What follows belongs to an exercise in optimizing a design on an open flow for small area; a production flow would make more cautious choices.
Function was checked by simulation only, so behaviour that the tests miss may differ from the original.
Power and IR drop assume default switching activity.

==> flow/design.v (outline; a module is shown in full before it is edited, if it fits) <==
// module firFa: 10 lines
// module firHa: 9 lines
// module firHold: 9 lines
// module eegFirFilter: 1302 lines
module eegFirFilter (
    input logic clk,
    input logic reset,
    input logic [12:0] sampleIn,
    output logic [30:0] filterOut
);
  // ...
==> flow/flow/run.sh <==
#!/bin/bash
# Layout flow: the standard ORFS flow, with the port buffers made from the
# smallest buffer cell (every input and output port still gets its own buffer).
set -euo pipefail
bash standard.sh "BUFFER_PORTS_ARGS=-buffer_cell sky130_fd_sc_hd__buf_1" finish > standard_flow.log 2>&1
==> flow/standard.sh <==
#!/bin/bash
# synth_recipe.tcl (not shown) runs the flow's synth.tcl, then flattens the netlist and writes it again
# the make line also repeats each setting of config.mk as NAME=value (left out here)
make -C /OpenROAD-flow-scripts/flow DESIGN_CONFIG=/design/flow/config.mk WORK_HOME=/design/flow/orfs CLKGATE_MAP_FILE= SYNTH_SCRIPT=/design/flow/synth_recipe.tcl "${@:-finish}"
==> flow/config.mk <==
export PLATFORM = sky130hd
export DESIGN_NAME = eegFirFilter
export DESIGN_NICKNAME = eegFirFilter
export VERILOG_FILES = /design/flow/design.v
export SDC_FILE = /design/flow/constraint.sdc
export NUM_CORES = 4
export LEC_CHECK = 0
export ABC_AREA = 0
export CAP_MARGIN = 20
export CORE_MARGIN = 2
export CORE_UTILIZATION = 75
export CTS_BUF_LIST = sky130_fd_sc_hd__clkbuf_8
export CTS_CLUSTER_DIAMETER = 80
export CTS_CLUSTER_SIZE = 16
export PLACE_DENSITY = 0.85
export SLEW_MARGIN = 20
export SYNTH_HIERARCHICAL = 1
export SYNTH_MINIMUM_KEEP_SIZE = 0
==> flow/constraint.sdc <==
create_clock -name core_clock -period 6.0 [get_ports {clk}]
set_input_delay 1.2000 -clock core_clock [delete_from_list [all_inputs] [get_ports {clk}]]
set_output_delay 1.2000 -clock core_clock [all_outputs]
set_load 0.01 [all_outputs]
==> flow_summary_export.csv, run 1 <==
group,metric,value,unit
yosys,synth_simple_gate_area_share,0.541,%
timing,tightest_slew,1.08,ns
status,status,"no timing/DRC/antenna violations",
power,p_leak,7.72,nW
clock_tree,h-tree-depth,1,
timing,final_hold_viol_count,0,
yosys,ys_warn_count,15,
clock_tree,clk_path_buf_depth,3,
clock_tree,cts_num_sinks,309,
power,power-top-group,"registers",
yosys,synth_fa_ha_area_share,46.7,%
routing,highest_layer,"met4",
routing,viasPerCell,6.13,
critical_path,cpMostUsedCell,"fa_2",
yosys,synth-main-ff-cell,"dfxtp_1",
power,swShare,30.9,%
global_route,use_met2,45.9,%
layout,multi_input_area_share,55.7,%
yosys,synth_edf_count,0,
routing,antenna_left,0,
layout,nFlopsAndLatches,309,
critical_path,path_buf_inv,2,
layout,syn2layout_area_growth,6.31,%
power,power_frac_seq,50.3,%
power,netSwitchingPower,1.37,mW
clock_tree,cts_root_buf,"clkbuf_8",
yosys,synth_top_area_share,43.6,%
layout,final_area,0.0177,mm²
yosys,syn_avg_cell_area,14.8,µm²
routing,dr.pass1.iters,6,
layout,fillers,1147,
clock_tree,cts_tree,"yes",
placement,post-place-ws,-0.0597,ns
layout,largest_class,"multi-input gates",
floorplan,tap_cells,280,
yosys,synth_top_family_by_area,"adder cells",
critical_path,path_cells,"ha_1, fa_2, fa_2, inv_1, fa_2, fa_1, fa_1, fa_2, fa_2, fa_2, fa_1, fa_1, inv_1, fa_1",
==> inputs of run 2 (changes only) <==
--- a/flow/config.mk
+++ b/flow/config.mk
@@ -14,4 +14,5 @@
 export CTS_CLUSTER_SIZE = 16
 export PLACE_DENSITY = 0.85
+export SETUP_SLACK_MARGIN = 0.3
 export SLEW_MARGIN = 20
 export SYNTH_HIERARCHICAL = 1
==> run 2 against run 1 <==
Utilization grew 2.7 points; clock-buffer cell count is the same; combinational power grew 7%; fmax grew 1.2%; synthesized area is the same; critical endpoint unchanged.
==> flow_summary_export.csv, run 2 <==
group,metric,value,unit
yosys,synth_top_area_share,43.6,%
yosys,synth-seq-cells,309,
power,swShare,31.5,%
yosys,synth-main-ff-cell,"dfxtp_1",
timing,rsz0062_at_grt,"yes",
yosys,synthArstFlopShare,0,%
yosys,netlist_area,0.0167,mm²
power,power_frac_seq,49.2,%
layout,nets,1641,
floorplan,rows,54,
placement,gp_congestion,0.917,
yosys,syn_avg_cell_area,14.8,µm²
floorplan,dieArea,0.0234,mm²
routing,vias,9502,
clock_tree,h-tree-depth,1,
routing,dr.pass1.iters,5,
timing,final_hold_viol_count,0,
layout,syn2layout_area_growth,9.84,%
timing,post-route-period-util,97.9,%
layout,layout-drive-gt1-share,22.7,%
layout,final_area,0.0183,mm²
layout,fillers,1006,
yosys,synth-seq-area-share,37.1,%
clock_tree,path_clk_slew,0.10,ns
layout,regArea,0.00622,mm²
floorplan,floorplan.core_area,0.0218,mm²
yosys,synth_edf_count,0,
timing,report.final.slew_viol_count,0,
status,status,"no timing/DRC/antenna violations",
timing,setup_viol,0,
critical_path,critPathKind,"register to register",
clock_tree,clock_latency,0.57,ns
clock_tree,cts_num_sinks,309,
power,combPwrFrac,28.7,%
floorplan,die_h,153,µm
timing,slew_headroom,28.6,%
timing,tightest_slew,1.07,ns
timing,clock_skew,0.0232,ns
critical_path,worstPathMaxFanout,3,
placement,io_buffers,45,
critical_path,cp-start-kind,"register",
yosys,synthTopCellsByCount,"363 x fa_1, 309 x dfxtp_1, 204 x a22o_1, 159 x inv_1, 41 x ha_1",
min_path,holdCritPathClass,"register to register",
power,p_per_area,248,mW/mm²
layout,multiInputGateArea,0.0102,mm²
global_route,antenna_found_initial,0,
power,peakVddDrop,0.000231,V
global_route,grt_use_total,33.1,%
floorplan,io_pins,46,
timing,fin_tns_setup,0,ns
yosys,synth.net_count,1541,
layout,layout_common_cells,"292 x dfxtp_1, 206 x fa_1, 204 x a22o_1",
yosys,syn-instance-count,1122,
critical_path,arrival,6.31,ns
placement,placed_area,0.0172,mm²
yosys,synth_cell_types,20,
layout,final_common_cell,"dfxtp_1",
yosys,netlist_top_cells_area,"fa_1 44%, dfxtp_1 37%, a22o_1 11%, inv_1 3.6%, ha_1 3.1%",
power,p_int,3.11,mW
timing,period_minus_slack,5.87,ns
floorplan,floorplan.initialDensity,76.3,%
global_route,grt_pass1_wl,58500,µm
global_route,grt_overflow,0,
routing,antenna_left,0,
routing,drt-initial-drc-count,850,
power,clkPwrFrac,22.1,%
power,netSwitchingPower,1.43,mW
flow_run,max_cap_violations,0,
routing,viasPerCell,6.32,
global_route,grt_pass1_vias,10400,
floorplan,die_w,153,µm
clock_tree,cts_made_buffers,23,
critical_path,cp.required,6.44,ns
yosys,ys_warn_count,15,
yosys,yosysMostFrequentCell,"fa_1",
global_route,grt_max_degree,97,
critical_path,critPathCaptureType,"register",
routing,routedWlPerCell,25.7,µm
timing,fmax,170,MHz
routing,wirelength,38600,µm
clock_tree,clk_path_buf_depth,3,
clock_tree,cts_hold_buf,0,
yosys,yosysTopAreaCell,"fa_1",
placement,hpwl,27100,µm
clock_tree,cts_tree,"yes",
clock_tree,cts_root_buf,"clkbuf_8",
routing,drc,0,
power,p_leak,7.71,nW
[run 2: cell types whose count changed in the layout (fill, tap and decap cells not counted), moves of 3 or more]
cell	delta
ha_1	-7
inv_1	-12
fa_1	-104
ha_4	+5
dfxtp_4	+3
buf_4	+29
dfxtp_2	+7
inv_2	+12
dfxtp_1	-10
fa_2	+104
[run 2: cell families (layout without fill, tap and decap cells)]
logic type	Yosys count	count (layout)	share of synthesized area, %
and+or+nand+nor	17	17	0.541
AOI/OAI and AO/OA	207	207	10.9
adders and majority gates	404	404	46.7
other	0	1	0
xor gates and xnor gates	3	3	0.158
buffers and inverters	182	282	4.58
DFF	309	309	37.1
[run 2: layer usage]
| layer | GRT usage, % | up-vias | part of all wire (%) |
|---|---|---|---|
| met5 | 0 | - | 0 |
| met4 | 10.8 | 0 | 4.3 |
| met3 | 8.79 | 134 | 9.1 |
| met2 | 50.9 | 562 | 47 |
| met1 | 47.4 | 4923 | 40 |
| li1 | - | 3883 | - |
[run 2: power by group through the flow]
stage / Combinational (mW) / Sequential, mW / Clock (mW)
2_1_floorplan: 0.952 / 2.27 / 0
3_3_place_gp: 1.12 / 2.28 / 0
3_5_place_dp: 1.22 / 2.28 / 0
4_1_cts: 1.26 / 2.24 / 1.01
5_1_grt: 1.48 / 2.25 / 1.09
6_report: 1.30 / 2.23 / 1.00
[run 2: through the flow]
stage,util (%),setup WS [ns],power [mW],cells,hold WS [ns]
4_1_cts,82.6,0.204,4.50,1488,0.336
3_5_place_dp,78.6,-0.0597,3.50,1438,0.312
3_3_place_gp,78.6,0.0372,3.40,1438,0.311
5_1_grt,83.8,0.0889,4.81,1502,0.345
6_report,83.8,0.128,4.54,1503,0.334
2_1_floorplan,-,0.312,3.22,1122,0.310
[run 2: timing repair]
| action | CTS | global route |
|---|---|---|
| resized for setup | 145 | 58 |
| endpoints found under the setup margin | 24 | 24 |
| setup buffers | 25 | 14 |
| pin swaps | 77 | 66 |
[run 2: final cells by class]
cell class	instances	area share, %
Antenna cell	1	0.0137
Clock buffer	23	1.73
Clock inverter	2	0.150
Inverter	159	3.26
Multi-Input combinational cell	631	55.7
Sequential cell	309	34.0
Tap cell	280	1.92
Timing Repair Buffer	98	3.21
[run 2: worst max-delay path, stage by stage, from the launching register on]
cell     delay (ns)
dfxtp_4        0.37
ha_4           0.16
fa_2           0.56
inv_1          0.06
fa_2           0.53
ha_1           0.31
fa_1           0.58
fa_1           0.46
fa_2           0.37
fa_1           0.42
fa_2           0.36
fa_1           0.51
fa_1           0.53
inv_1          0.07
fa_1           0.45
[run 2: final timing paths]
| path | cells past startpoint | to | startpoint | slack (ns) |
|---|---|---|---|---|
| worst max register to register | 14 | r2_42$_DFF_P_ | w10[0]$_DFF_P_ | 0.13 |
| worst min register to register | 0 | d2[8]$_DFF_P_ | d1[8]$_DFF_P_ | 0.33 |
| worst max-delay path | 14 | r2_42$_DFF_P_ | w10[0]$_DFF_P_ | 0.13 |
| worst min-delay path | 0 | d2[8]$_DFF_P_ | d1[8]$_DFF_P_ | 0.33 |
[run 2: Yosys stat by module (local to each module, per instance)]
module,cells inside,area [µm²]
eegFirFilter,538,7390
firFa,1,20.0
firHa,1,12.5
firHold,1,8.76

==> port drivers added, routing unchanged <==
In the flow no input, the clock included, has a driving cell. The finished layouts below were timed again as built, in two steps. Step 1 (the two cells are an assumption about what drives the block):
set clk [get_ports {clk}]
set_driving_cell -lib_cell sky130_fd_sc_hd__clkbuf_16 $clk
set_driving_cell -lib_cell sky130_fd_sc_hd__buf_2 [delete_from_list [all_inputs] $clk]
Step 2 also shifts input and output timing later by t, the mid clock arrival at the registers, as if the neighbouring blocks saw the same clock. a / b / c = no drivers / after step 1 / after step 2; a / b = the first two.
run | t (ns) | setup WS [ns] | hold slack, ns | worst setup path after step 2 | clock arrival spread, ns
run 1 | 0.602 | 0.056 / 0.056 / 0.056 | 0.334 / 0.334 / 0.334 | register to register | 0.025 / 0.026
run 2 | 0.603 | 0.128 / 0.128 / 0.128 | 0.334 / 0.334 / 0.334 | register to register | 0.030 / 0.031
After both steps setup and hold are still met in every run listed.
